From an optimization exercise on the open Yosys and OpenROAD flow, aimed at a short achievable clock period and few clock cycles per item; shortcuts taken in it are not production practice. RTL that was checked went through simulation tests only; none was proved equivalent to the original. No functional check of the RTL was part of runs 2 and 4. No activity file was given, so power comes from the tool's default toggle rates.

### flow/design.v
`timescale 1ns/1ps
`default_nettype none
package cpu_pkg;
  localparam int DATA_W = 8;
  localparam int IMEM_AW = 8;
  localparam int DMEM_AW = 4;
  localparam int REG_AW = 2;
  localparam int IMEM_DEPTH = 1 << IMEM_AW;
  localparam int DMEM_DEPTH = 1 << DMEM_AW;
  localparam int REG_NUM = 1 << REG_AW;
  localparam logic [3:0] OP_LD   = 4'd0;
  localparam logic [3:0] OP_ST   = 4'd1;
  localparam logic [3:0] OP_LDI  = 4'd2;
  localparam logic [3:0] OP_MOV  = 4'd3;
  localparam logic [3:0] OP_ADD  = 4'd4;
  localparam logic [3:0] OP_SUB  = 4'd5;
  localparam logic [3:0] OP_AND  = 4'd6;
  localparam logic [3:0] OP_CMP  = 4'd7;
  localparam logic [3:0] OP_OR   = 4'd8;
  localparam logic [3:0] OP_ORI  = 4'd9;
  localparam logic [3:0] OP_XOR  = 4'd10;
  localparam logic [3:0] OP_XORI = 4'd11;
  localparam logic [3:0] OP_ADDI = 4'd12;
  localparam logic [3:0] OP_SUBI = 4'd13;
  localparam logic [3:0] OP_ANDI = 4'd14;
  localparam logic [3:0] OP_CMPI = 4'd15;
endpackage
`default_nettype wire
`timescale 1ns/1ps
`default_nettype none
module instr_mem (
  input  wire logic         clk,
  input  wire logic [15:0]  whi,        
  input  wire logic [15:0]  wlo,        
  input  wire logic [7:0]   wdata,
  input  wire logic         adv,
  input  wire logic [7:0]   fa,
  output logic [7:0]        word
);
  logic [255:0][7:0] mem;
  always_ff @(posedge clk) begin
    for (int w = 0; w < 256; w++) begin
      if (whi[w / 16] && wlo[w % 16]) begin
        mem[w] <= wdata;
      end
    end
  end
  logic [63:0][7:0] s1_data;
  logic [5:0]       s1_a;
  logic [15:0][7:0] s2_data;
  logic [3:0]       s2_a;
  logic [3:0][7:0]  s3_data;
  logic [1:0]       s3_a;
  always_ff @(posedge clk) begin
    if (adv) begin
      for (int g = 0; g < 64; g++) begin
        s1_data[g] <= mem[{g[5:0], fa[1:0]}];
      end
      s1_a <= fa[7:2];
      for (int h = 0; h < 16; h++) begin
        s2_data[h] <= s1_data[{h[3:0], s1_a[1:0]}];
      end
      s2_a <= s1_a[5:2];
      for (int k = 0; k < 4; k++) begin
        s3_data[k] <= s2_data[{k[1:0], s2_a[1:0]}];
      end
      s3_a <= s2_a[3:2];
    end
  end
  assign word = s3_data[s3_a];
endmodule
`default_nettype wire
`timescale 1ns/1ps
`default_nettype none
module data_mem (
  input  wire logic         clk,
  input  wire logic         host_we,
  input  wire logic [3:0]   host_addr,
  input  wire logic [7:0]   host_wdata,
  output logic [7:0]        host_rdata,
  input  wire logic [15:0]  st_sel,       
  input  wire logic [7:0]   st_data,
  input  wire logic [15:0]  sel_d,        
  input  wire logic [15:0]  sel_e,        
  output logic [7:0]        rd_d,
  output logic [7:0]        rd_e
);
  logic [15:0][7:0] mem;
  always_ff @(posedge clk) begin
    for (int w = 0; w < 16; w++) begin
      if (host_we && host_addr == w[3:0]) begin
        mem[w] <= host_wdata;
      end else if (st_sel[w]) begin
        mem[w] <= st_data;
      end
    end
  end
  always_comb begin
    rd_d = '0;
    rd_e = '0;
    for (int w = 0; w < 16; w++) begin
      rd_d = rd_d | (mem[w] & {8{sel_d[w]}});
      rd_e = rd_e | (mem[w] & {8{sel_e[w]}});
    end
  end
  always_ff @(posedge clk) begin
    host_rdata <= mem[host_addr];
  end
endmodule
`default_nettype wire
`timescale 1ns/1ps
`default_nettype none
module reg_file (
  input  wire logic         clk,
  input  wire logic         rst,
  input  wire logic [3:0]   sel_a,
  input  wire logic [3:0]   sel_b,
  output logic [7:0]        a,
  output logic [7:0]        b,
  input  wire logic [3:0]   we,
  input  wire logic [7:0]   wdata
);
  logic [3:0][7:0] regs;
  always_ff @(posedge clk) begin
    for (int i = 0; i < 4; i++) begin
      if (rst) begin
        regs[i] <= '0;
      end else if (we[i]) begin
        regs[i] <= wdata;
      end
    end
  end
  always_comb begin
    a = '0;
    b = '0;
    for (int i = 0; i < 4; i++) begin
      a = a | (regs[i] & {8{sel_a[i]}});
      b = b | (regs[i] & {8{sel_b[i]}});
    end
  end
endmodule
`default_nettype wire
`timescale 1ns/1ps
`default_nettype none
module alu (
  input  wire logic [7:0]   a,
  input  wire logic [7:0]   b,
  input  wire logic         sub,       
  input  wire logic [5:0]   kind,      
  input  wire logic [7:0]   ld_data,
  output logic [7:0]        result,
  output logic [1:0]        cmp        
);
  logic [8:0] sum;
  logic       eq;
  assign sum = {1'b0, a} + {1'b0, b ^ {8{sub}}} + {8'd0, sub};
  assign eq  = (a == b);
  assign cmp = {sum[8] & ~eq, eq};
  assign result = ({8{kind[0]}} & sum[7:0])
                | ({8{kind[1]}} & (a & b))
                | ({8{kind[2]}} & (a | b))
                | ({8{kind[3]}} & (a ^ b))
                | ({8{kind[4]}} & b)
                | ({8{kind[5]}} & ld_data);
endmodule
`default_nettype wire
`timescale 1ns/1ps
`default_nettype none
module control_unit (
  input  wire logic         clk,
  input  wire logic         rst,
  input  wire logic         run,
  input  wire logic         flush,      
  output logic              adv,
  output logic [7:0]        fa,
  input  wire logic [7:0]   word,
  output logic [7:0]        pc,
  output logic              issue,
  output logic [3:0]        d_sel_a,
  output logic [3:0]        d_sel_b,
  output logic [7:0]        d_imm,
  output logic [15:0]       d_dsel,
  output logic              d_fwd_a,    
  output logic              d_fwd_b,
  output logic              d_fwd_l,    
  output logic              e_sub,
  output logic [5:0]        e_kind,
  output logic [3:0]        e_wsel,
  output logic [15:0]       e_dsel,
  output logic              e_st,
  output logic              e_cmp
);
  logic [2:0] s_valid;      
  logic       d_valid;
  logic       e_valid;
  logic       e_valid_next;
  logic       issue_next;
  logic       d_sub;
  logic [5:0] d_kind;
  logic [3:0] d_wsel;
  logic       d_st;
  logic       d_cmp;
  always_comb begin
    if (rst || flush) begin
      e_valid_next = 1'b0;
    end else if (adv) begin
      e_valid_next = d_valid;
    end else begin
      e_valid_next = e_valid;
    end
    issue_next = run & ~rst & e_valid_next;
  end
  always_ff @(posedge clk) begin
    if (rst) begin
      fa      <= '0;
      s_valid <= '0;
      d_valid <= 1'b0;
    end else if (flush) begin
      fa      <= pc;
      s_valid <= '0;
      d_valid <= 1'b0;
    end else if (adv) begin
      fa      <= fa + 8'd1;
      s_valid <= {s_valid[1:0], 1'b1};
      d_valid <= s_valid[2];
    end
    e_valid <= e_valid_next;
    issue   <= issue_next;
    adv     <= issue_next | ~e_valid_next;
    if (rst) begin
      pc <= '0;
    end else if (issue) begin
      pc <= pc + 8'd1;
    end
  end
  logic [3:0] op;
  logic [3:0] rd_oh;
  logic [3:0] rs_oh;
  logic       n_imm;
  logic       n_rr;
  logic       n_wr;
  logic [3:0] n_sel_a;
  logic [3:0] n_sel_b;
  logic [15:0] n_dsel;
  logic       n_st;
  assign op     = word[7:4];
  assign rd_oh  = 4'b0001 << word[3:2];
  assign rs_oh  = 4'b0001 << word[1:0];
  assign n_dsel = 16'h0001 << word[3:0];
  assign n_st   = (op == cpu_pkg::OP_ST);
  always_comb begin
    case (op)
      cpu_pkg::OP_LDI, cpu_pkg::OP_ORI, cpu_pkg::OP_XORI, cpu_pkg::OP_ADDI,
      cpu_pkg::OP_SUBI, cpu_pkg::OP_ANDI, cpu_pkg::OP_CMPI: n_imm = 1'b1;
      default: n_imm = 1'b0;
    endcase
    case (op)
      cpu_pkg::OP_MOV, cpu_pkg::OP_ADD, cpu_pkg::OP_SUB, cpu_pkg::OP_AND,
      cpu_pkg::OP_CMP, cpu_pkg::OP_OR, cpu_pkg::OP_XOR: n_rr = 1'b1;
      default: n_rr = 1'b0;
    endcase
    n_wr    = !(op == cpu_pkg::OP_ST || op == cpu_pkg::OP_CMP || op == cpu_pkg::OP_CMPI);
    n_sel_a = n_st ? 4'b0001 : rd_oh;
    n_sel_b = n_rr ? rs_oh : 4'b0000;
  end
  always_ff @(posedge clk) begin
    if (adv) begin
      d_sel_a <= n_sel_a;
      d_sel_b <= n_sel_b;
      d_imm   <= n_imm ? {{7{word[1]}}, word[0]} : 8'h00;
      d_sub   <= (op == cpu_pkg::OP_SUB) || (op == cpu_pkg::OP_SUBI) ||
                 (op == cpu_pkg::OP_CMP) || (op == cpu_pkg::OP_CMPI);
      d_kind  <= {op == cpu_pkg::OP_LD,
                  op == cpu_pkg::OP_LDI || op == cpu_pkg::OP_MOV,
                  op == cpu_pkg::OP_XOR || op == cpu_pkg::OP_XORI,
                  op == cpu_pkg::OP_OR  || op == cpu_pkg::OP_ORI,
                  op == cpu_pkg::OP_AND || op == cpu_pkg::OP_ANDI,
                  op == cpu_pkg::OP_ADD || op == cpu_pkg::OP_ADDI ||
                  op == cpu_pkg::OP_SUB || op == cpu_pkg::OP_SUBI};
      d_wsel  <= !n_wr ? 4'b0000 : (op == cpu_pkg::OP_LD) ? 4'b0001 : rd_oh;
      d_dsel  <= n_dsel;
      d_st    <= n_st;
      d_cmp   <= (op == cpu_pkg::OP_CMP) || (op == cpu_pkg::OP_CMPI);
      d_fwd_a <= |(n_sel_a & d_wsel);
      d_fwd_b <= |(n_sel_b & d_wsel);
      d_fwd_l <= |(n_dsel & d_dsel) & d_st;
      e_sub   <= d_sub;
      e_kind  <= d_kind;
      e_wsel  <= d_wsel;
      e_dsel  <= d_dsel;
      e_st    <= d_st;
      e_cmp   <= d_cmp;
    end
  end
endmodule
`default_nettype wire
`timescale 1ns/1ps
`default_nettype none
module cpu_top (
  input  wire logic                        clk,
  input  wire logic                        rst,
  input  wire logic                        prog_we,
  input  wire logic [cpu_pkg::IMEM_AW-1:0] prog_addr,
  input  wire logic [cpu_pkg::DATA_W-1:0]  prog_data,
  input  wire logic                        host_we,
  input  wire logic [cpu_pkg::DMEM_AW-1:0] host_addr,
  input  wire logic [cpu_pkg::DATA_W-1:0]  host_wdata,
  output logic [cpu_pkg::DATA_W-1:0]       dmem_host_rdata,
  input  wire logic                        run,
  output logic                             busy,
  output logic                             instr_done,
  output logic [cpu_pkg::IMEM_AW-1:0]      pc,
  output logic [1:0]                       flags
);
  logic        pw_we;
  logic [15:0] pw_hi;
  logic [15:0] pw_lo;
  logic [7:0]  pw_data;
  always_ff @(posedge clk) begin
    pw_we   <= prog_we;
    pw_hi   <= prog_we ? (16'h0001 << prog_addr[7:4]) : 16'h0000;
    pw_lo   <= 16'h0001 << prog_addr[3:0];
    pw_data <= prog_data;
  end
  logic        adv;
  logic [7:0]  fa;
  logic [7:0]  word;
  logic        issue;
  logic [3:0]  d_sel_a;
  logic [3:0]  d_sel_b;
  logic [7:0]  d_imm;
  logic [15:0] d_dsel;
  logic        d_fwd_a;
  logic        d_fwd_b;
  logic        d_fwd_l;
  logic        e_sub;
  logic [5:0]  e_kind;
  logic [3:0]  e_wsel;
  logic [15:0] e_dsel;
  logic        e_st;
  logic        e_cmp;
  instr_mem u_imem (
    .clk   (clk),
    .whi   (pw_hi),
    .wlo   (pw_lo),
    .wdata (pw_data),
    .adv   (adv),
    .fa    (fa),
    .word  (word)
  );
  control_unit u_ctrl (
    .clk     (clk),
    .rst     (rst),
    .run     (run),
    .flush   (pw_we),
    .adv     (adv),
    .fa      (fa),
    .word    (word),
    .pc      (pc),
    .issue   (issue),
    .d_sel_a (d_sel_a),
    .d_sel_b (d_sel_b),
    .d_imm   (d_imm),
    .d_dsel  (d_dsel),
    .d_fwd_a (d_fwd_a),
    .d_fwd_b (d_fwd_b),
    .d_fwd_l (d_fwd_l),
    .e_sub   (e_sub),
    .e_kind  (e_kind),
    .e_wsel  (e_wsel),
    .e_dsel  (e_dsel),
    .e_st    (e_st),
    .e_cmp   (e_cmp)
  );
  logic [7:0] a_q;
  logic [7:0] b_q;
  logic [7:0] l_q;
  logic [7:0] reg_a;
  logic [7:0] reg_b;
  logic [7:0] mem_d;
  logic [7:0] mem_e;
  logic [7:0] result;
  logic [1:0] cmp;
  reg_file u_regs (
    .clk   (clk),
    .rst   (rst),
    .sel_a (d_sel_a),
    .sel_b (d_sel_b),
    .a     (reg_a),
    .b     (reg_b),
    .we    (e_wsel & {4{issue}}),
    .wdata (result)
  );
  data_mem u_dmem (
    .clk        (clk),
    .host_we    (host_we),
    .host_addr  (host_addr),
    .host_wdata (host_wdata),
    .host_rdata (dmem_host_rdata),
    .st_sel     (e_dsel & {16{issue & e_st}}),
    .st_data    (a_q),
    .sel_d      (d_dsel),
    .sel_e      (e_dsel),
    .rd_d       (mem_d),
    .rd_e       (mem_e)
  );
  alu u_alu (
    .a       (a_q),
    .b       (b_q),
    .sub     (e_sub),
    .kind    (e_kind),
    .ld_data (l_q),
    .result  (result),
    .cmp     (cmp)
  );
  always_ff @(posedge clk) begin
    if (adv) begin
      a_q <= (issue && d_fwd_a) ? result : reg_a;
      b_q <= (issue && d_fwd_b) ? result : (reg_b | d_imm);
      l_q <= (issue && d_fwd_l) ? a_q : mem_d;
    end else begin
      l_q <= mem_e;
    end
  end
  logic [1:0] flags_q;
  always_ff @(posedge clk) begin
    if (rst) begin
      flags_q <= 2'b00;
    end else if (issue && e_cmp) begin
      flags_q <= cmp;
    end
  end
  assign flags      = flags_q;
  assign instr_done = issue;
  assign busy       = run | issue;
endmodule
`default_nettype wire
### flow/run.sh
#!/bin/bash
# synth_recipe.tcl (not shown) runs the flow's synth.tcl, then flattens the netlist and writes it again
# the make line also repeats each setting of config.mk as NAME=value (left out here)
make -C /OpenROAD-flow-scripts/flow DESIGN_CONFIG=/design/flow/config.mk WORK_HOME=/design/flow/orfs CLKGATE_MAP_FILE= SYNTH_SCRIPT=/design/flow/synth_recipe.tcl finish
### flow/config.mk
export PLATFORM = sky130hd
export DESIGN_NAME = cpu_top
export DESIGN_NICKNAME = cpu_top
export VERILOG_FILES = /design/flow/design.v
export SDC_FILE = /design/flow/constraint.sdc
export NUM_CORES = 4
export LEC_CHECK = 0
export ABC_CLOCK_PERIOD_IN_PS = 2000
export CAP_MARGIN = 20
export CORE_MARGIN = 2
export CORE_UTILIZATION = 40
export SETUP_SLACK_MARGIN = 2.2
export SLEW_MARGIN = 20
### flow/constraint.sdc
create_clock -name core_clock -period 4.4 [get_ports {clk}]
set_input_delay 0.8800 -clock core_clock [delete_from_list [all_inputs] [get_ports {clk}]]
set_output_delay 0.8800 -clock core_clock [all_outputs]
set_load 0.01 [all_outputs]
==> impl_metrics.tcl, run 1 <==
set metrics [dict create \
    track_usage_pct 19.2 \
    crit_path_end_kind "primary output" \
    crit_fanout 2 \
    rsz0062_at_grt "true" \
    ys.flop_type "edfxtp_1" \
    h-tree-depth 5 \
    top_level_ports 53 \
    core_area_sq_um 288000 \
    vdd_ir_drop_max_mv 0.328 \
    fin_crit_sh_pct 57.7 \
    nFillCells 23600 \
    maxSlewViolCount 0 \
    yosys-top-cells-area "edfxtp_1 76%, mux4_2 14%, dfxtp_1 2.0%" \
    p_per_area_nw_per_um2 456 \
    maxSlewHeadroom_pct 23.6 \
    drt_iter0_markers 6866 \
    dp_slack_ns 0.868 \
    overflow 0 \
    synthArstFlopShare_pct 0 \
    yosysMostFrequentCell "edfxtp_1" \
    start_util_pct 40.2 \
    dp_hpwl_mm 167 \
    cts.sinks 3061 \
    finClkSkew_ns 0.0646 \
    worstReg2RegStart "u_ctrl.e_sub" \
    power.leakage_nw 42.1 \
    synth_top_area_share_pct 76.5 \
    synth_fp_nets 5322 \
    nets 5603 \
    clk_path_buf_depth 4 \
    regArea_sq_um 90900 \
    slowest_delay_ns 0.35 \
    setup_slack_ns 1.86 \
    setup_violations 0 \
    drc_errors 0 \
    gp_congestion 0.932 \
    dp.cells 8905 \
    root_buffer "clkbuf_16" \
    ys_warn_count 5 \
    dieWidth_um 542 \
    avgSynthCellArea_sq_um 22.0 \
    worstPathRequired_ns 3.52 \
    drive_above_1_share_pct 26.7 \
    finalNonFillerCells 9607 \
    die-area_sq_um 294000 \
    crit_chain "buf_12, or2_4, buf_6" \
    wire_per_inst_um 29.8 \
    grt_max_degree 186 \
    firstDrtPassIters 8 \
    r2r_slack_ns 1.91 \
    worst_pin_slew_ns 1.14 \
    synth_top_area_cell "edfxtp_1" \
    antenna_left 0 \
    hold_depth 2 \
    grt_pass1_vias 55200 \
    start_kind "flip-flop" \
    holdCritPathClass "in2reg" \
    synth.distinct_cells 62 \
    areaGrowthSynthToFinish_pct 14.6 \
    reg2reg_to "b_q[6]" \
    cap_violations 0 \
    num_vias 54700 \
    synth-edff-count 2947 \
    tritoncts "yes" \
    via_per_inst 5.69 \
    hold_viol_final 0 \
    multi_input_area_sq_um 23900 \
    path_class "reg2out" \
    die_h_um 542 \
    antenna_found_initial 41 \
    setup_tns_ns 0 \
    placementRows 197 \
    min_to "u_ctrl.adv" \
    ys_ff_latch 3061 \
    synthTopCellsByCount "2,947 x edfxtp_1, 719 x mux4_2, 264 x and2_1, 192 x clkbuf_1, 126 x nand2_1" \
    ff2ff_path_depth 10 \
    cts_made_buffers 320 \
    synth_area_sq_um 116000 \
    finalCriticalPeriod_ns 2.54 \
    min_from "run" \
    syn_inst 5263 \
    fmax_mhz 394 \
    clk_pin_slew_ns 0.06 \
    port_buffers 52 \
    yosysSeqAreaShare_pct 78.5 \
    critPathArrivalTime_ns 1.66 \
    clock_latency_ns 0.91 \
    route.final.wire_length_mm 286 \
    slowest_stage "dfxtp_4" \
    status "timing/DRC/antenna clean" \
    grt_pass1_wl_mm 408 \
]
[through the flow]
| stage | hold WS, ns | cell area, sq um | util, % | power, mW |
|---|---|---|---|---|
| after floorplan | 0.400 | 116000 | - | 34.2 |
| after global placement | 0.404 | 121000 | 42.1 | 35.1 |
| after detailed placement | 0.405 | 121000 | 42.1 | 35.2 |
| after CTS | 0.344 | 132000 | 45.9 | 61.0 |
| after global routing | 0.313 | 133000 | 46.0 | 62.2 |
| final | 0.328 | 133000 | 46.1 | 60.5 |
[cells by family (layout without fill, tap and decap cells)]
logic type,Yosys count,count (layout),share of synthesized area [%]
compound gates,390,390,2.28
xor+xnor,22,22,0.167
fa+ha+maj,26,26,0.288
buf+inv,332,867,1.19
flops,3061,3061,78.5
mux,783,785,14.6
other cells,0,26,0
simple gates,649,649,2.97
[worst max-delay path, delay by kind of cell, from the launching register on]
kind | cells | cell delay [ns]
buffers and inverters | 2 | 0.23
and+or+nand+nor | 1 | 0.22
DFF | 1 | 0.35
[report_power, final]
group | leakage (nW) | total, mW | switching [mW] | internal (mW)
Sequential | 28.9 | 32.8 | 0.436 | 32.3
Clock | 4.86 | 25.9 | 11.2 | 14.7
Combinational | 8.38 | 1.86 | 1.04 | 0.814
[final cells by class]
| type | instances | share of cell area, % |
|---|---|---|
| Clock buffer | 409 | 6.39 |
| Sequential cell | 3061 | 68.5 |
| Clock inverter | 169 | 1.16 |
| Inverter | 26 | 0.0962 |
| Timing Repair Buffer | 263 | 2.21 |
| Tap cell | 3781 | 3.57 |
| Multi-Input combinational cell | 1872 | 18.0 |
| Antenna cell | 26 | 0.0491 |
[timing repair]
action	CTS	global route
gates cloned	4	1
pin swaps	10	26
buffers inserted	63	30
hold buffers	0	0
setup endpoints to repair	740	252
resized for setup	174	63
[cells in the final DEF (no fill, tap or decap), drive strengths merged, types with 32 or more instances in the layout]
master / count
nor2: 118
mux2: 49
edfxtp: 2947
mux4: 723
nand2: 126
dfxtp: 114
a21oi: 64
a221oi: 35
a22o: 36
buf: 230
and2: 265
inv: 32
o21ai: 107
clkbuf: 410
a22oi: 79
clkinv: 133
[state kept, by name, indices dropped and copies added, names as in the netlist, 6 cells and up]
register,cells
u_imem.mem,2048
l_q,8
u_ctrl.d_kind,6
u_imem.s1_data,512
u_imem.s2_data,128
u_imem.s3_data,32
u_dmem.host_rdata,8
u_ctrl.pc,8
u_dmem.mem,128
a_q,8
u_ctrl.d_dsel,16
u_ctrl.e_dsel,16
u_ctrl.e_kind,6
pw_hi,16
pw_lo,16
u_imem.s1_a,6
b_q,8
pw_data,8
u_ctrl.fa,8
u_regs.regs,32
[worst max-delay path by stage]
stage                  from              to  cells past startpoint
2_1_floorplan    u_ctrl.adv    u_ctrl.fa[7]                      7
3_3_place_gp   host_addr[2]  u_dmem.mem[18]                      4
3_5_place_dp   host_addr[2]  u_dmem.mem[20]                      4
4_1_cts        u_ctrl.issue            busy                      3
5_1_grt        u_ctrl.issue            busy                      3
6_report       u_ctrl.issue            busy                      3
[per-layer routing]
layer	up-vias	track usage, %	share of wire (%)
li1	22500	-	-
met1	29200	26.9	41
met2	2413	31.3	49
met3	460	3.19	7.9
met4	8	5.31	2.6
met5	-	0	0.022
Testbench counts, summed over its fixed seeds: cycles 8,200, items 8,192.
==> run 2: changes to the inputs <==
--- a/flow/design.v
+++ b/flow/design.v
@@ -145,22 +145,45 @@
 module alu (
   input  wire logic [7:0]   a,
-  input  wire logic [7:0]   b,
-  input  wire logic         sub,       
-  input  wire logic [5:0]   kind,      
-  input  wire logic [7:0]   ld_data,
-  output logic [7:0]        result,
-  output logic [1:0]        cmp        
+  input  wire logic [7:0]   bx,
+  input  wire logic         cin,
+  output logic [7:0]        p,
+  output logic [8:0]        c,         
+  output logic              z          
 );
-  logic [8:0] sum;
-  logic       eq;
-  assign sum = {1'b0, a} + {1'b0, b ^ {8{sub}}} + {8'd0, sub};
-  assign eq  = (a == b);
-  assign cmp = {sum[8] & ~eq, eq};
-  assign result = ({8{kind[0]}} & sum[7:0])
-                | ({8{kind[1]}} & (a & b))
-                | ({8{kind[2]}} & (a | b))
-                | ({8{kind[3]}} & (a ^ b))
-                | ({8{kind[4]}} & b)
-                | ({8{kind[5]}} & ld_data);
+  logic [7:0] g;
+  logic [7:0] g1, p1;    
+  logic [7:0] g2, p2;    
+  logic [7:0] gg;        
+  assign p = a ^ bx;
+  assign g = {a[7:1] & bx[7:1], (a[0] & bx[0]) | (a[0] & cin) | (bx[0] & cin)};
+  always_comb begin
+    for (int i = 0; i < 8; i++) begin
+      if (i % 2 == 1) begin
+        g1[i] = g[i] | (p[i] & g[i-1]);
+        p1[i] = p[i] & p[i-1];
+      end else begin
+        g1[i] = g[i];
+        p1[i] = p[i];
+      end
+    end
+    for (int i = 0; i < 8; i++) begin
+      if (i % 4 >= 2) begin
+        g2[i] = g1[i] | (p1[i] & g1[(i / 4) * 4 + 1]);
+        p2[i] = p1[i] & p1[(i / 4) * 4 + 1];
+      end else begin
+        g2[i] = g1[i];
+        p2[i] = p1[i];
+      end
+    end
+    for (int i = 0; i < 8; i++) begin
+      if (i >= 4) begin
+        gg[i] = g2[i] | (p2[i] & g2[3]);
+      end else begin
+        gg[i] = g2[i];
+      end
+    end
+  end
+  assign c = {gg, cin};
+  assign z = &p;
 endmodule
 `default_nettype wire
@@ -181,7 +204,8 @@
   output logic [7:0]        d_imm,
   output logic [15:0]       d_dsel,
-  output logic              d_fwd_a,    
-  output logic              d_fwd_b,
-  output logic              d_fwd_l,    
+  output logic              d_sub,
+  output logic [3:0]        e_sel_a,
+  output logic [3:0]        e_sel_b,
+  output logic [7:0]        e_imm,
   output logic              e_sub,
   output logic [5:0]        e_kind,
@@ -196,5 +220,4 @@
   logic       e_valid_next;
   logic       issue_next;
-  logic       d_sub;
   logic [5:0] d_kind;
   logic [3:0] d_wsel;
@@ -282,7 +305,7 @@
       d_st    <= n_st;
       d_cmp   <= (op == cpu_pkg::OP_CMP) || (op == cpu_pkg::OP_CMPI);
-      d_fwd_a <= |(n_sel_a & d_wsel);
-      d_fwd_b <= |(n_sel_b & d_wsel);
-      d_fwd_l <= |(n_dsel & d_dsel) & d_st;
+      e_sel_a <= d_sel_a;
+      e_sel_b <= d_sel_b;
+      e_imm   <= d_imm;
       e_sub   <= d_sub;
       e_kind  <= d_kind;
@@ -331,7 +354,8 @@
   logic [7:0]  d_imm;
   logic [15:0] d_dsel;
-  logic        d_fwd_a;
-  logic        d_fwd_b;
-  logic        d_fwd_l;
+  logic        d_sub;
+  logic [3:0]  e_sel_a;
+  logic [3:0]  e_sel_b;
+  logic [7:0]  e_imm;
   logic        e_sub;
   logic [5:0]  e_kind;
@@ -363,7 +387,8 @@
     .d_imm   (d_imm),
     .d_dsel  (d_dsel),
-    .d_fwd_a (d_fwd_a),
-    .d_fwd_b (d_fwd_b),
-    .d_fwd_l (d_fwd_l),
+    .d_sub   (d_sub),
+    .e_sel_a (e_sel_a),
+    .e_sel_b (e_sel_b),
+    .e_imm   (e_imm),
     .e_sub   (e_sub),
     .e_kind  (e_kind),
@@ -374,21 +399,29 @@
   );
   logic [7:0] a_q;
-  logic [7:0] b_q;
+  logic [7:0] bx_q;
   logic [7:0] l_q;
+  logic [7:0] w_q;
+  logic [3:0] w_we;
+  logic [3:0] sel_a;
+  logic [3:0] sel_b;
+  logic [7:0] imm;
+  logic       sub;
+  assign sel_a = adv ? d_sel_a : e_sel_a;
+  assign sel_b = adv ? d_sel_b : e_sel_b;
+  assign imm   = adv ? d_imm : e_imm;
+  assign sub   = adv ? d_sub : e_sub;
   logic [7:0] reg_a;
   logic [7:0] reg_b;
   logic [7:0] mem_d;
   logic [7:0] mem_e;
-  logic [7:0] result;
-  logic [1:0] cmp;
   reg_file u_regs (
     .clk   (clk),
     .rst   (rst),
-    .sel_a (d_sel_a),
-    .sel_b (d_sel_b),
+    .sel_a (sel_a),
+    .sel_b (sel_b),
     .a     (reg_a),
     .b     (reg_b),
-    .we    (e_wsel & {4{issue}}),
-    .wdata (result)
+    .we    (w_we),
+    .wdata (w_q)
   );
   data_mem u_dmem (
@@ -405,18 +438,52 @@
     .rd_e       (mem_e)
   );
+  logic [7:0] p;
+  logic [8:0] c;
+  logic       z;
   alu u_alu (
-    .a       (a_q),
-    .b       (b_q),
-    .sub     (e_sub),
-    .kind    (e_kind),
-    .ld_data (l_q),
-    .result  (result),
-    .cmp     (cmp)
+    .a   (a_q),
+    .bx  (bx_q),
+    .cin (e_sub),
+    .p   (p),
+    .c   (c),
+    .z   (z)
   );
+  logic [7:0] other;
+  assign other = ({8{e_kind[1]}} & (a_q & bx_q))
+               | ({8{e_kind[2]}} & (a_q | bx_q))
+               | ({8{e_kind[3]}} & (a_q ^ bx_q))
+               | ({8{e_kind[4]}} & bx_q)
+               | ({8{e_kind[5]}} & l_q);
+  logic [7:0] res1;
+  logic [7:0] res0;
+  logic [7:0] result;
+  assign res1   = e_kind[0] ? ~p : other;
+  assign res0   = e_kind[0] ? p : other;
+  logic       fwd_a;
+  logic       fwd_b;
+  logic [7:0] base_a;
+  logic [7:0] base_b;
+  logic [7:0] a_next;
+  logic [7:0] bx_next;
+  assign fwd_a  = issue & |(d_sel_a & e_wsel);
+  assign fwd_b  = issue & |(d_sel_b & e_wsel);
+  assign base_a = |(sel_a & w_we) ? w_q : reg_a;
+  assign base_b = (|(sel_b & w_we) ? w_q : reg_b) | imm;
+  always_comb begin
+    for (int i = 0; i < 8; i++) begin
+      result[i]  = c[i] ? res1[i] : res0[i];
+      a_next[i]  = c[i] ? (fwd_a ? res1[i] : base_a[i])
+                        : (fwd_a ? res0[i] : base_a[i]);
+      bx_next[i] = c[i] ? ((fwd_b ? res1[i] : base_b[i]) ^ sub)
+                        : ((fwd_b ? res0[i] : base_b[i]) ^ sub);
+    end
+  end
   always_ff @(posedge clk) begin
+    a_q  <= a_next;
+    bx_q <= bx_next;
+    w_q  <= result;
+    w_we <= (issue && !rst) ? e_wsel : 4'b0000;
     if (adv) begin
-      a_q <= (issue && d_fwd_a) ? result : reg_a;
-      b_q <= (issue && d_fwd_b) ? result : (reg_b | d_imm);
-      l_q <= (issue && d_fwd_l) ? a_q : mem_d;
+      l_q <= (issue && e_st && |(d_dsel & e_dsel)) ? a_q : mem_d;
     end else begin
       l_q <= mem_e;
@@ -428,5 +495,5 @@
       flags_q <= 2'b00;
     end else if (issue && e_cmp) begin
-      flags_q <= cmp;
+      flags_q <= {c[8] & ~z, z};
     end
   end
==> run 2 against run 1 <==
  * Die area up 0.55%
  * Clock power is essentially flat
  * Combinational power about the same
  * Non-clock buffer count shrank 9
  * Area after synthesis up 0.56%
  * Critical path type unchanged
  * Highest routed layer unchanged
==> impl_metrics.tcl, run 2 <==
set metrics [dict create \
    root_buffer "clkbuf_16" \
    hold_viol_final 0 \
    crit_buf_inv 1 \
    cts_hold_repair.buffers 0 \
    cap_violations 0 \
    dieWidth_um 543 \
    cpLargestDelayFamily "flip-flops" \
    largest_register "u_imem.mem" \
    start_util_pct 40.1 \
    holdCritPathClass "in2reg" \
    worstReg2RegStart "u_ctrl.e_dsel[1]" \
    areaGrowthSynthToFinish_pct 14.7 \
    fmax_mhz 418 \
    dp_slack_ns 1.22 \
    finalNonFillerCells 9792 \
    finish.utilization_pct 46.0 \
    final_cell_mix "2,927 x edfxtp_1, 720 x mux4_2, 324 x clkbuf_16" \
    via_per_inst 5.59 \
    ys.flop_type "edfxtp_1" \
    slowest_delay_ns 0.33 \
    track_usage_pct 19.2 \
    maxSlewHeadroom_pct 20.5 \
    avgSynthCellArea_sq_um 21.8 \
    dp.cells 9117 \
    vdd_ir_drop_max_mv 0.383 \
    largest_register_ff_count 2048 \
    clk_path_buf_depth 4 \
    worst_pin_slew_ns 1.19 \
    power.leakage_nw 42.5 \
    fin_crit_sh_pct 54.4 \
    core_area_sq_um 290000 \
    nFillCells 23900 \
    cts_made_buffers 318 \
    synth-simple-area-share_pct 2.91 \
    firstDrtPassIters 8 \
    die_h_um 543 \
    h-tree-depth 5 \
    slowest_stage "dfxtp_4" \
    synthMuxAreaShare_pct 14.9 \
    synth_top_family_by_area "multiplexers" \
    finClkSkew_ns 0.0687 \
    yosysSeqAreaShare_pct 78.3 \
    hold_depth 2 \
    antenna_found_initial 28 \
    crit_chain "or2_4, buf_6" \
    maxSlewViolCount 0 \
    overflow 0 \
    p_per_area_nw_per_um2 458 \
    finalCriticalPeriod_ns 2.39 \
    setup_slack_ns 2.01 \
    crit_path_end_kind "primary output" \
    cts.sinks 3086 \
    dp_hpwl_mm 170 \
    port_buffers 52 \
    placementRows 198 \
    synthAdderAreaFrac_pct 0.194 \
    drive_above_1_share_pct 26.9 \
    path_class "reg2out" \
    start_kind "flip-flop" \
    min_from "rst" \
    route.final.wire_length_mm 285 \
    min_to "u_ctrl.e_valid" \
    clock_latency_ns 0.90 \
    yosys-top-cells-area "edfxtp_1 76%, mux4_2 14%, dfxtp_1 2.7%" \
    worstPathRequired_ns 3.52 \
    drc_errors 0 \
    antenna_left 0 \
    top_level_ports 53 \
    top_regs "u_imem.mem: 2048 flops, u_imem.s1_data: 512 flops" \
    rsz0062_at_grt "true" \
    synth_area_sq_um 116000 \
    critPathArrivalTime_ns 1.51 \
    yosysMostFrequentCell "edfxtp_1" \
    setup_violations 0 \
    synth_compound_area_share_pct 2.38 \
    gp_congestion 0.964 \
    status "timing/DRC/antenna clean" \
    wire_per_inst_um 29.1 \
    grt_pass1_wl_mm 409 \
    grt_max_degree 181 \
    grt_pass1_vias 55100 \
    synth_xor_area_share_pct 0.166 \
    synth_top_area_cell "edfxtp_1" \
    synthTopCellsByCount "2,927 x edfxtp_1, 720 x mux4_2, 269 x and2_1, 182 x clkbuf_1, 159 x dfxtp_1" \
    synth.distinct_cells 54 \
    ys_warn_count 6 \
    drt_iter0_markers 6239 \
    clk_pin_slew_ns 0.05 \
    r2r_slack_ns 2.19 \
    crit_fanout 2 \
    nets 5663 \
    synthArstFlopShare_pct 0 \
    synth_fp_nets 5379 \
    num_vias 54700 \
    mostFrequentLayoutCell "edfxtp_1" \
    ys_ff_latch 3086 \
    synth_top_area_share_pct 75.6 \
    syn_inst 5328 \
    tritoncts "yes" \
    ff2ff_path_depth 6 \
    synth-edff-count 2927 \
    die-area_sq_um 295000 \
    reg2reg_to "l_q[5]" \
]
run 2: changes by cell type after synthesis, sizes merged, moves of 12 or more:
cell,change
inv,+13
a22o,+20
a222oi,-12
edfxtp,-20
dfxtp,+45
a221oi,+19
and3,-23
a211oi,-25
a21oi,-12
mux2i,+34
run 2: area by class of cell:
type	instances	area (sq um)	share of cell area, %
multi-input combinational	1913	24300	18.2
sequential	3086	91200	68.4
clock buffer	392	8400	6.30
tap	3900	4880	3.66
inverter	39	165	0.124
antenna	21	52.6	0.0394
timing repair buffer	254	2740	2.05
clock inverter	187	1690	1.27
run 2: worst max path at each step:
stage / from / endpoint / depth (start not counted)
global route: u_ctrl.issue / busy / 2
finish: u_ctrl.issue / busy / 2
floorplan: u_ctrl.adv / bx_q[5] / 7
detailed placement: host_addr[2] / u_dmem.mem[8] / 4
CTS: u_ctrl.issue / busy / 2
global placement: host_addr[2] / u_dmem.mem[7] / 4
run 2: cells by family after synthesis:
kind of cell	count (synthesis)
flops	3086
mux	826
simple gates	651
compound gates	396
buf+inv	329
xor+xnor	22
fa+ha+maj	18
run 2: timing repair:
item / CTS / global route
gates resized for setup: 185 / 35
gates cloned: 2 / 0
buffers inserted: 35 / 38
pin swaps: 9 / 13
endpoints found under the setup margin: 606 / 496
run 2: metrics by stage:
stage / TNS, ns / instance area [sq um] / power [mW] / hold slack (ns)
finish: 0 / 133000 / 61.1 / 0.354
global route: 0 / 133000 / 62.8 / 0.370
CTS: 0 / 133000 / 61.6 / 0.325
detailed placement: 0 / 122000 / 35.4 / 0.406
global placement: 0 / 122000 / 35.4 / 0.404
floorplan: -1230.07 / 117000 / 34.5 / 0.400
run 2: per-layer routing:
layer / up-vias / routed length, um / track usage, %
met1: 29300 / 119000 / 26.8
met2: 2130 / 138000 / 31.0
met4: 6 / 8560 / 5.67
met5: - / 45 / 0
met3: 527 / 19000 / 3.18
li1: 22700 / - / -
run 2: where the power goes:
part | internal, mW | total, mW | switching, mW
Sequential | 32.5 | 33.0 | 0.429
Clock | 15.1 | 26.2 | 11.2
Combinational | 0.805 | 1.86 | 1.05
==> run 3: changes to the inputs <==
--- a/flow/design.v
+++ b/flow/design.v
@@ -36,4 +36,5 @@
   input  wire logic         adv,
   input  wire logic [7:0]   fa,
+  input  wire logic [1:0]   col,
   output logic [7:0]        word
 );
@@ -53,8 +54,10 @@
   logic [1:0]       s3_a;
   always_ff @(posedge clk) begin
+    for (int g = 0; g < 64; g++) begin
+      s1_data[g] <= mem[{g[5:0], col}];
+    end
+  end
+  always_ff @(posedge clk) begin
     if (adv) begin
-      for (int g = 0; g < 64; g++) begin
-        s1_data[g] <= mem[{g[5:0], fa[1:0]}];
-      end
       s1_a <= fa[7:2];
       for (int h = 0; h < 16; h++) begin
@@ -197,4 +200,5 @@
   output logic              adv,
   output logic [7:0]        fa,
+  output logic [1:0]        col,        
   input  wire logic [7:0]   word,
   output logic [7:0]        pc,
@@ -205,7 +209,8 @@
   output logic [15:0]       d_dsel,
   output logic              d_sub,
-  output logic [3:0]        e_sel_a,
-  output logic [3:0]        e_sel_b,
-  output logic [7:0]        e_imm,
+  output logic [3:0]        c_sel_a,
+  output logic [3:0]        c_sel_b,
+  output logic [7:0]        c_imm,
+  output logic              c_sub,
   output logic              e_sub,
   output logic [5:0]        e_kind,
@@ -220,4 +225,9 @@
   logic       e_valid_next;
   logic       issue_next;
+  logic       adv_next;
+  logic [7:0] fa_next;
+  logic [3:0] e_sel_a;
+  logic [3:0] e_sel_b;
+  logic [7:0] e_imm;
   logic [5:0] d_kind;
   logic [3:0] d_wsel;
@@ -233,22 +243,30 @@
     end
     issue_next = run & ~rst & e_valid_next;
-  end
-  always_ff @(posedge clk) begin
+    adv_next   = issue_next | ~e_valid_next;
     if (rst) begin
-      fa      <= '0;
-      s_valid <= '0;
-      d_valid <= 1'b0;
+      fa_next = '0;
     end else if (flush) begin
-      fa      <= pc;
+      fa_next = pc;
+    end else if (adv) begin
+      fa_next = fa + 8'd1;
+    end else begin
+      fa_next = fa;
+    end
+  end
+  always_ff @(posedge clk) begin
+    if (rst || flush) begin
       s_valid <= '0;
       d_valid <= 1'b0;
     end else if (adv) begin
-      fa      <= fa + 8'd1;
       s_valid <= {s_valid[1:0], 1'b1};
       d_valid <= s_valid[2];
     end
+    fa      <= fa_next;
     e_valid <= e_valid_next;
     issue   <= issue_next;
-    adv     <= issue_next | ~e_valid_next;
+    adv     <= adv_next;
+    if (adv_next) begin
+      col <= fa_next[1:0];
+    end
     if (rst) begin
       pc <= '0;
@@ -288,4 +306,33 @@
   end
   always_ff @(posedge clk) begin
+    case ({adv_next, adv})
+      2'b11: begin
+        c_sel_a <= n_sel_a;
+        c_sel_b <= n_sel_b;
+        c_imm   <= n_imm ? {{7{word[1]}}, word[0]} : 8'h00;
+        c_sub   <= (op == cpu_pkg::OP_SUB) || (op == cpu_pkg::OP_SUBI) ||
+                   (op == cpu_pkg::OP_CMP) || (op == cpu_pkg::OP_CMPI);
+      end
+      2'b10: begin
+        c_sel_a <= d_sel_a;
+        c_sel_b <= d_sel_b;
+        c_imm   <= d_imm;
+        c_sub   <= d_sub;
+      end
+      2'b01: begin
+        c_sel_a <= d_sel_a;
+        c_sel_b <= d_sel_b;
+        c_imm   <= d_imm;
+        c_sub   <= d_sub;
+      end
+      default: begin
+        c_sel_a <= e_sel_a;
+        c_sel_b <= e_sel_b;
+        c_imm   <= e_imm;
+        c_sub   <= e_sub;
+      end
+    endcase
+  end
+  always_ff @(posedge clk) begin
     if (adv) begin
       d_sel_a <= n_sel_a;
@@ -348,4 +395,5 @@
   logic        adv;
   logic [7:0]  fa;
+  logic [1:0]  col;
   logic [7:0]  word;
   logic        issue;
@@ -355,7 +403,8 @@
   logic [15:0] d_dsel;
   logic        d_sub;
-  logic [3:0]  e_sel_a;
-  logic [3:0]  e_sel_b;
-  logic [7:0]  e_imm;
+  logic [3:0]  c_sel_a;
+  logic [3:0]  c_sel_b;
+  logic [7:0]  c_imm;
+  logic        c_sub;
   logic        e_sub;
   logic [5:0]  e_kind;
@@ -371,4 +420,5 @@
     .adv   (adv),
     .fa    (fa),
+    .col   (col),
     .word  (word)
   );
@@ -380,4 +430,5 @@
     .adv     (adv),
     .fa      (fa),
+    .col     (col),
     .word    (word),
     .pc      (pc),
@@ -388,7 +439,8 @@
     .d_dsel  (d_dsel),
     .d_sub   (d_sub),
-    .e_sel_a (e_sel_a),
-    .e_sel_b (e_sel_b),
-    .e_imm   (e_imm),
+    .c_sel_a (c_sel_a),
+    .c_sel_b (c_sel_b),
+    .c_imm   (c_imm),
+    .c_sub   (c_sub),
     .e_sub   (e_sub),
     .e_kind  (e_kind),
@@ -407,8 +459,8 @@
   logic [7:0] imm;
   logic       sub;
-  assign sel_a = adv ? d_sel_a : e_sel_a;
-  assign sel_b = adv ? d_sel_b : e_sel_b;
-  assign imm   = adv ? d_imm : e_imm;
-  assign sub   = adv ? d_sub : e_sub;
+  assign sel_a = c_sel_a;
+  assign sel_b = c_sel_b;
+  assign imm   = c_imm;
+  assign sub   = c_sub;
   logic [7:0] reg_a;
   logic [7:0] reg_b;
@@ -500,5 +552,9 @@
   assign flags      = flags_q;
   assign instr_done = issue;
-  assign busy       = run | issue;
+  logic busy_n;
+  always_ff @(posedge clk) begin
+    busy_n <= ~(run & ~rst);
+  end
+  assign busy       = ~(~run & busy_n);
 endmodule
 `default_nettype wire
==> flow/flow/run.sh (new file) <==
#!/bin/bash
# The standard layout, with the resizer free to change a cell's footprint
# (the platform pins it by default) and stronger port buffers to start from.
set -euo pipefail
bash standard.sh MATCH_CELL_FOOTPRINT=0 \
  "BUFFER_PORTS_ARGS=-buffer_cell sky130_fd_sc_hd__buf_4" \
  finish > standard.log 2>&1
==> flow/standard.sh (new file) <==
#!/bin/bash
# synth_recipe.tcl (not shown) runs the flow's synth.tcl, then flattens the netlist and writes it again
# the make line also repeats each setting of config.mk as NAME=value (left out here)
make -C /OpenROAD-flow-scripts/flow DESIGN_CONFIG=/design/flow/config.mk WORK_HOME=/design/flow/orfs CLKGATE_MAP_FILE= SYNTH_SCRIPT=/design/flow/synth_recipe.tcl "${@:-finish}"
--- a/flow/config.mk
+++ b/flow/config.mk
@@ -9,5 +9,5 @@
 export CAP_MARGIN = 20
 export CORE_MARGIN = 2
-export CORE_UTILIZATION = 40
-export SETUP_SLACK_MARGIN = 2.2
+export CORE_UTILIZATION = 55
+export SETUP_SLACK_MARGIN = 2.4
 export SLEW_MARGIN = 20
removed: flow/run.sh
==> run 3 against run 2 <==
  * Still clean on timing, DRC and antenna
  * Die area fell by 30%
  * Clock-buffer cell count is 64 higher
  * Flip-flop and latch count rose by 8
  * Setup slack improved by 0.083 ns
  * Global-route usage increased by 7.3 points
  * Synthesized cell count up 0.39%
  * Power fell by 1.3%
  * Clock power barely moved
  * Critical endpoint unchanged
==> impl_metrics.tcl, run 3 <==
set metrics [dict create \
    clk_path_buf_depth 4 \
    route.final.wire_length_mm 271 \
    final_cell_mix "2,428 x edfxtp_1, 719 x mux4_2, 602 x dfxtp_1" \
    port_buffers 52 \
    drt_iter0_markers 5986 \
    power.leakage_nw 41.5 \
    drc_errors 0 \
    nFillCells 13800 \
    multi_input_area_sq_um 24400 \
    track_usage_pct 26.5 \
    crit_buf_inv 1 \
    cpLargestDelayFamily "flip-flops" \
    cts_made_buffers 325 \
    setup_tns_ns 0 \
    via_per_inst 6.17 \
    die-area_sq_um 206000 \
    clk_pin_slew_ns 0.06 \
    wire_per_inst_um 31.5 \
    root_buffer "clkbuf_16" \
    p_comb_share_pct 3.2 \
    p_clk_share_pct 43.1 \
    start_util_pct 55.2 \
    synth_area_sq_um 112000 \
    antenna_found_initial 30 \
    worstPathRequired_ns 3.52 \
    setup_violations 0 \
    ys_ff_latch 3094 \
    avgSynthCellArea_sq_um 20.8 \
    clock_latency_ns 0.95 \
    regArea_sq_um 86400 \
    status "timing/DRC/antenna clean" \
    worst_pin_slew_ns 1.02 \
    fin_crit_sh_pct 52.5 \
    maxSlewHeadroom_pct 31.9 \
    overflow 0 \
    synthArstFlopShare_pct 0 \
    yosys-top-cells-area "edfxtp_1 65%, mux4_2 14%, dfxtp_1 12%" \
    crit_fanout 1 \
    die_h_um 454 \
    hold_viol_final 0 \
    ys.flop_type "edfxtp_1" \
    largest_register_ff_count 2048 \
    rsz0062_at_grt "true" \
    nets 5701 \
    top_regs "u_imem.mem: 2048 flops, u_imem.s1_data: 512 flops" \
    maxSlewViolCount 0 \
    areaGrowthSynthToFinish_pct 14.0 \
    path_class "reg2out" \
    largest_register "u_imem.mem" \
    synth-edff-count 2428 \
    slowest_delay_ns 0.33 \
    critPathArrivalTime_ns 1.43 \
    dp_hpwl_mm 164 \
    synth_top_area_cell "edfxtp_1" \
    synth.distinct_cells 60 \
    firstDrtPassIters 7 \
    num_vias 53000 \
    placementRows 165 \
    cts.sinks 3094 \
    crit_chain "nand2b_1, buf_4" \
    dieWidth_um 454 \
    mostFrequentLayoutCell "edfxtp_1" \
    p_per_area_nw_per_um2 474 \
    drive_above_1_share_pct 27.9 \
    syn_inst 5349 \
    synthTopCellsByCount "2,428 x edfxtp_1, 716 x mux4_2, 666 x dfxtp_1, 265 x and2_1, 174 x clkbuf_1" \
    synth_fp_nets 5402 \
    fmax_mhz 433 \
    cap_violations 0 \
    grt_pass1_vias 53200 \
    start_kind "flip-flop" \
    core_area_sq_um 202000 \
    top_level_ports 53 \
    switching_share_pct 20.6 \
    switchingPower_mw 12.4 \
    gp_congestion 0.985 \
    p_total_mw 60.3 \
    finClkSkew_ns 0.0523 \
    synth_top_area_share_pct 65.4 \
    p_int_mw 47.9 \
    tritoncts "yes" \
    crit_path_end_kind "primary output" \
    antenna_left 0 \
    finalCriticalPeriod_ns 2.31 \
    power_frac_seq_pct 53.7 \
    grt_pass1_wl_mm 389 \
    vdd_ir_drop_max_mv 0.419 \
    slowest_stage "dfxtp_2" \
    h-tree-depth 5 \
    yosysMostFrequentCell "edfxtp_1" \
    grt_max_degree 144 \
    yosysSeqAreaShare_pct 77.3 \
    ys_warn_count 6 \
    holdCritPathClass "in2reg" \
]
[run 3: changes by cell type in the layout (fill, tap and decap cells not counted), sizes merged, moves of 11 or more]
cell and change:
a21oi -11, o21ai +17, nand2 +14, bufinv -11, edfxtp -499, clkdlybuf4s50 -28
a22oi -16, inv -20, clkbuf +65, dfxtp +507, a221oi +15, clkinv -40
buf +42
[run 3: kinds of logic after synthesis]
logic type                 Yosys count  synth area share, %
buffers and inverters              334                 1.22
DFF                               3094                 77.3
muxes                              810                 15.4
adders and majority gates           20                0.224
and+or+nand+nor                    662                 3.06
xor gates and xnor gates            22                0.173
AOI/OAI and AO/OA                  407                 2.55
[run 3: worst paths after layout]
check | startpoint | end | slack (ns) | cells after the start
max | busy_n | busy | 2.09 | 2
min | prog_data[6] | pw_data[6] | 0.06 | 1
max reg2reg | a_q[1] | a_q[4] | 2.22 | 8
min reg2reg | u_ctrl.d_wsel[2] | u_ctrl.e_wsel[2] | 0.42 | 0
[run 3: worst register-to-register path: cells and delay by family (launching register included)]
kind | cells | cell delay, ns
buffers and inverters | 1 | 0.11
AOI/OAI and AO/OA | 4 | 0.85
DFF | 1 | 0.36
and+or+nand+nor | 1 | 0.24
muxes | 1 | 0.27
adders and majority gates | 1 | 0.25
[run 3: power by group through the flow]
| stage | combinational (mW) | clock [mW] | sequential, mW |
|---|---|---|---|
| 5_1_grt | 2.08 | 27.5 | 32.3 |
| 3_5_place_dp | 1.81 | 0 | 33.0 |
| 6_report | 1.94 | 26.0 | 32.3 |
| 3_3_place_gp | 1.78 | 0 | 33.0 |
| 2_1_floorplan | 1.08 | 0 | 32.8 |
| 4_1_cts | 1.94 | 26.5 | 32.3 |
[run 3: repair_timing]
action | in CTS | in global routing
endpoints found under the setup margin | 1298 | 193
pin swaps | 37 | 34
hold endpoints to repair | 6 | 0
gates resized for setup | 149 | 62
hold buffers | 6 | 0
cloned | 0 | 1
buffers inserted | 98 | 14
[run 3: final cells by class]
type	count	area share [%]
sequential	3094	68.0
multi-input combinational	1921	19.2
clock buffer	456	7.13
tap	2672	2.63
timing repair buffer	271	2.18
clock inverter	120	0.763
inverter	35	0.127
antenna	20	0.0394
[run 3: through the flow]
| stage | cell area, sq um | util [%] | hold slack, ns | setup WS (ns) | std cells |
|---|---|---|---|---|---|
| 2_1_floorplan | 112000 | - | 0.400 | 0.688 | 5349 |
| 3_3_place_gp | 115000 | 57.1 | 0.400 | 1.37 | 7874 |
| 3_5_place_dp | 115000 | 57.1 | 0.405 | 1.28 | 7874 |
| 4_1_cts | 127000 | 62.8 | 0.00640 | 2.01 | 8554 |
| 5_1_grt | 127000 | 63.0 | 0.0218 | 2.01 | 8570 |
| 6_report | 127000 | 63.0 | 0.0635 | 2.09 | 8589 |
[run 3: metal layers]
metal  up-vias  track usage, %  wire length, um
met5         -               0                0
met4         0            7.67             7960
met3       500            4.41            18300
met2      1948            41.3           129000
met1     28200            39.1           115000
li1      22300               -                -
Testbench counts of run 3, summed over its fixed seeds: cycles 8,200, items 8,192.
==> run 4: changes to the inputs <==
--- a/flow/design.v
+++ b/flow/design.v
@@ -204,4 +204,5 @@
   output logic [7:0]        pc,
   output logic              issue,
+  output logic              iss,
   output logic [3:0]        d_sel_a,
   output logic [3:0]        d_sel_b,
@@ -234,4 +235,5 @@
   logic       d_st;
   logic       d_cmp;
+  assign iss = adv & e_valid;
   always_comb begin
     if (rst || flush) begin
@@ -271,5 +273,5 @@
     if (rst) begin
       pc <= '0;
-    end else if (issue) begin
+    end else if (iss) begin
       pc <= pc + 8'd1;
     end
@@ -398,4 +400,5 @@
   logic [7:0]  word;
   logic        issue;
+  logic        iss;
   logic [3:0]  d_sel_a;
   logic [3:0]  d_sel_b;
@@ -434,4 +437,5 @@
     .pc      (pc),
     .issue   (issue),
+    .iss     (iss),
     .d_sel_a (d_sel_a),
     .d_sel_b (d_sel_b),
@@ -483,5 +487,5 @@
     .host_wdata (host_wdata),
     .host_rdata (dmem_host_rdata),
-    .st_sel     (e_dsel & {16{issue & e_st}}),
+    .st_sel     (e_dsel & {16{iss & e_st}}),
     .st_data    (a_q),
     .sel_d      (d_dsel),
@@ -518,6 +522,6 @@
   logic [7:0] a_next;
   logic [7:0] bx_next;
-  assign fwd_a  = issue & |(d_sel_a & e_wsel);
-  assign fwd_b  = issue & |(d_sel_b & e_wsel);
+  assign fwd_a  = iss & |(d_sel_a & e_wsel);
+  assign fwd_b  = iss & |(d_sel_b & e_wsel);
   assign base_a = |(sel_a & w_we) ? w_q : reg_a;
   assign base_b = (|(sel_b & w_we) ? w_q : reg_b) | imm;
@@ -535,7 +539,7 @@
     bx_q <= bx_next;
     w_q  <= result;
-    w_we <= (issue && !rst) ? e_wsel : 4'b0000;
+    w_we <= (iss && !rst) ? e_wsel : 4'b0000;
     if (adv) begin
-      l_q <= (issue && e_st && |(d_dsel & e_dsel)) ? a_q : mem_d;
+      l_q <= (iss && e_st && |(d_dsel & e_dsel)) ? a_q : mem_d;
     end else begin
       l_q <= mem_e;
@@ -546,5 +550,5 @@
     if (rst) begin
       flags_q <= 2'b00;
-    end else if (issue && e_cmp) begin
+    end else if (iss && e_cmp) begin
       flags_q <= {c[8] & ~z, z};
     end
==> run 4 against run 3 <==
  * Sequential power barely moved
  * Core utilization rose by 0.22 points
  * Routed wire length rose by 2.7%
  * Sequential share of layout area is 0.22 points lower
  * Synthesized cell count about the same
  * Clock-buffer cell count increased by 3
  * Design area grew 0.35%
  * Worst hold slack gained 0.016 ns
  * Critical path depth unchanged
  * Highest routed layer unchanged
==> impl_metrics.tcl, run 4 <==
set metrics [dict create \
    synthArstFlopShare_pct 0 \
    start_util_pct 55.2 \
    clk_path_buf_depth 4 \
    num_vias 53600 \
    mostFrequentLayoutCell "edfxtp_1" \
    dp_hpwl_mm 165 \
    synth.distinct_cells 57 \
    die_h_um 454 \
    hold_depth 1 \
    path_class "reg2out" \
    grt_pass1_vias 53400 \
    worst_pin_slew_ns 1.08 \
    synth_top_area_share_pct 65.4 \
    finalCriticalPeriod_ns 2.30 \
    avgSynthCellArea_sq_um 20.9 \
    final_cell_mix "2,428 x edfxtp_1, 720 x mux4_2, 600 x dfxtp_1" \
    fmax_mhz 434 \
    synth_area_sq_um 111000 \
    yosys-top-cells-area "edfxtp_1 65%, mux4_2 14%, dfxtp_1 12%" \
    synth-edff-count 2428 \
    firstDrtPassIters 6 \
    setup_tns_ns 0 \
    track_usage_pct 27.1 \
    cp.depth 2 \
    cpLargestDelayFamily "flip-flops" \
    yosysSeqAreaShare_pct 77.3 \
    drive_above_1_share_pct 28.2 \
    p_per_area_nw_per_um2 476 \
    vdd_ir_drop_max_mv 0.414 \
    die-area_sq_um 206000 \
    worstPathRequired_ns 3.52 \
    fin_crit_sh_pct 52.4 \
    setup_violations 0 \
    maxSlewHeadroom_pct 28.2 \
    h-tree-depth 5 \
    ys_warn_count 6 \
    nets 5687 \
    antenna_left 0 \
    gp_congestion 0.934 \
    synth_fp_nets 5398 \
    dpl-instance-area_sq_um 116000 \
    yosysMostFrequentCell "edfxtp_1" \
    areaGrowthSynthToFinish_pct 14.4 \
    via_per_inst 6.25 \
    slowest_delay_ns 0.32 \
    synth_top_area_cell "edfxtp_1" \
    ys.flop_type "edfxtp_1" \
    largest_register_ff_count 2048 \
    top_regs "u_imem.mem: 2048 flops, u_imem.s1_data: 512 flops" \
    port_buffers 52 \
    largest_register "u_imem.mem" \
    status "timing/DRC/antenna clean" \
    cts_hold_repair.buffers 0 \
    ys_ff_latch 3094 \
    grt_max_degree 161 \
    holdCritPathClass "in2reg" \
    power.leakage_nw 41.6 \
    final_cell_area_sq_um 128000 \
    tritoncts "yes" \
    cap_violations 0 \
    core_area_sq_um 202000 \
    cts_made_buffers 323 \
    crit_chain "nand2b_1, buf_6" \
    crit_path_end_kind "primary output" \
    wire_per_inst_um 32.4 \
    grt_pass1_wl_mm 395 \
    drc_errors 0 \
    start_kind "flip-flop" \
    crit_buf_inv 1 \
    route.final.wire_length_mm 278 \
    synthTopCellsByCount "2,428 x edfxtp_1, 716 x mux4_2, 666 x dfxtp_1, 263 x and2_1, 181 x clkbuf_1" \
    syn_inst 5345 \
    slowest_stage "dfxtp_2" \
    top_level_ports 53 \
    placementRows 165 \
    nFillCells 13800 \
    drt_iter0_markers 6466 \
    critPathArrivalTime_ns 1.42 \
    rsz0062_at_grt "true" \
    maxSlewViolCount 0 \
    antenna_found_initial 36 \
    crit_fanout 1 \
    regArea_sq_um 86400 \
    hold_viol_final 0 \
    dieWidth_um 454 \
    clk_pin_slew_ns 0.06 \
    cts.sinks 3094 \
    clock_latency_ns 0.93 \
    overflow 0 \
    root_buffer "clkbuf_16" \
    multi_input_area_sq_um 24500 \
    ff2ff_path_depth 6 \
    finClkSkew_ns 0.0667 \
]
## run 4: final timing paths
kind	start	to	slack (ns)
setup reg to reg	u_imem.s3_data[23]	u_ctrl.c_sel_a[3]	2.25
hold / removal	prog_data[0]	pw_data[0]	0.08
setup / recovery	busy_n	busy	2.10
hold reg to reg	u_imem.s1_a[4]	u_imem.s2_a[2]	0.41
## run 4: area by class of cell
| class | instances | area share [%] |
|---|---|---|
| Clock buffer | 459 | 7.08 |
| Tap cell | 2672 | 2.62 |
| Timing Repair Buffer | 265 | 2.28 |
| Multi-Input combinational cell | 1914 | 19.2 |
| Sequential cell | 3094 | 67.7 |
| Antenna cell | 26 | 0.0510 |
| Clock inverter | 112 | 0.916 |
| Inverter | 36 | 0.132 |
## run 4: power by group
group          internal [mW]  total, mW  switching, mW
sequential              31.9       32.4          0.488
combinational          0.861       1.92           1.06
clock                   15.6       26.4           10.8
## run 4: kinds of logic after synthesis
group                    share of synthesized area, %
AO/OA/AOI/OAI                                    2.58
buffers and inverters                            1.23
AND/OR/NAND/NOR                                  2.97
multiplexers                                     15.5
XOR/XNOR                                        0.173
adder cells (fa/ha/maj)                         0.224
flip-flops                                       77.3
## run 4: repair_timing
action	CTS	global route
endpoints found under the hold margin	0	0
setup buffers	68	33
endpoints found under the setup margin	2034	178
gates resized for setup	167	64
gates cloned	2	3
pin swaps	26	32
## run 4: metrics by stage
| stage | cells | hold slack [ns] | power, mW | worst slack, ns | utilization, % |
|---|---|---|---|---|---|
| 4_1_cts | 8516 | 0.00568 | 61.2 | 2.01 | 62.9 |
| 3_3_place_gp | 7874 | 0.400 | 34.8 | 1.45 | 57.2 |
| 3_5_place_dp | 7875 | 0.405 | 34.9 | 1.45 | 57.2 |
| 2_1_floorplan | 5345 | 0.400 | 33.9 | 0.666 | - |
| 5_1_grt | 8555 | 0.0229 | 62.5 | 2.01 | 63.2 |
| 6_report | 8578 | 0.0791 | 60.8 | 2.10 | 63.2 |
## run 4: routing by layer
metal | wire (um) | track usage (%) | vias to the layer above
li1 | - | - | 22300
met1 | 118000 | 40.3 | 28600
met2 | 133000 | 42.3 | 2168
met3 | 20100 | 4.17 | 513
met4 | 7440 | 7.51 | 0
met5 | 0 | 0 | -

-- separate check: timing with driven ports --
In the flow no input, the clock included, has a driving cell. The finished layouts below were timed again as built, in two steps. Step 1 assumes that a clkbuf_16 drives the clock port and a buf_2 every other input. Step 2, shift: input delay + t, output delay - t, t = (earliest + latest rising clock arrival at the registers) / 2. This alone moves slack from input paths to output paths. a / b / c = ideal / step 1 / step 2; a / b = the first two.
run | t, ns | setup slack, ns | worst hold slack (ns) | worst setup path after step 2 | cell pins on the clock port's net
run 1 | 0.960 | 1.859 / 1.769 / 1.335 | 0.328 / 0.262 / 0.417 | input to register | 1
run 2 | 0.964 | 2.005 / 1.912 / 1.309 | 0.354 / 0.292 / 0.417 | input to register | 1
run 3 | 1.004 | 2.089 / 2.002 / 1.459 | 0.064 / 0.002 / 0.420 | input to register | 1
run 4 | 0.984 | 2.095 / 2.008 / 1.471 | 0.079 / 0.016 / 0.409 | input to register | 1
After both steps setup and hold are still met in every run listed. The setup slack of run 2, which loses most, moves by -0.093 ns with the drivers and by -0.696 ns with both steps.
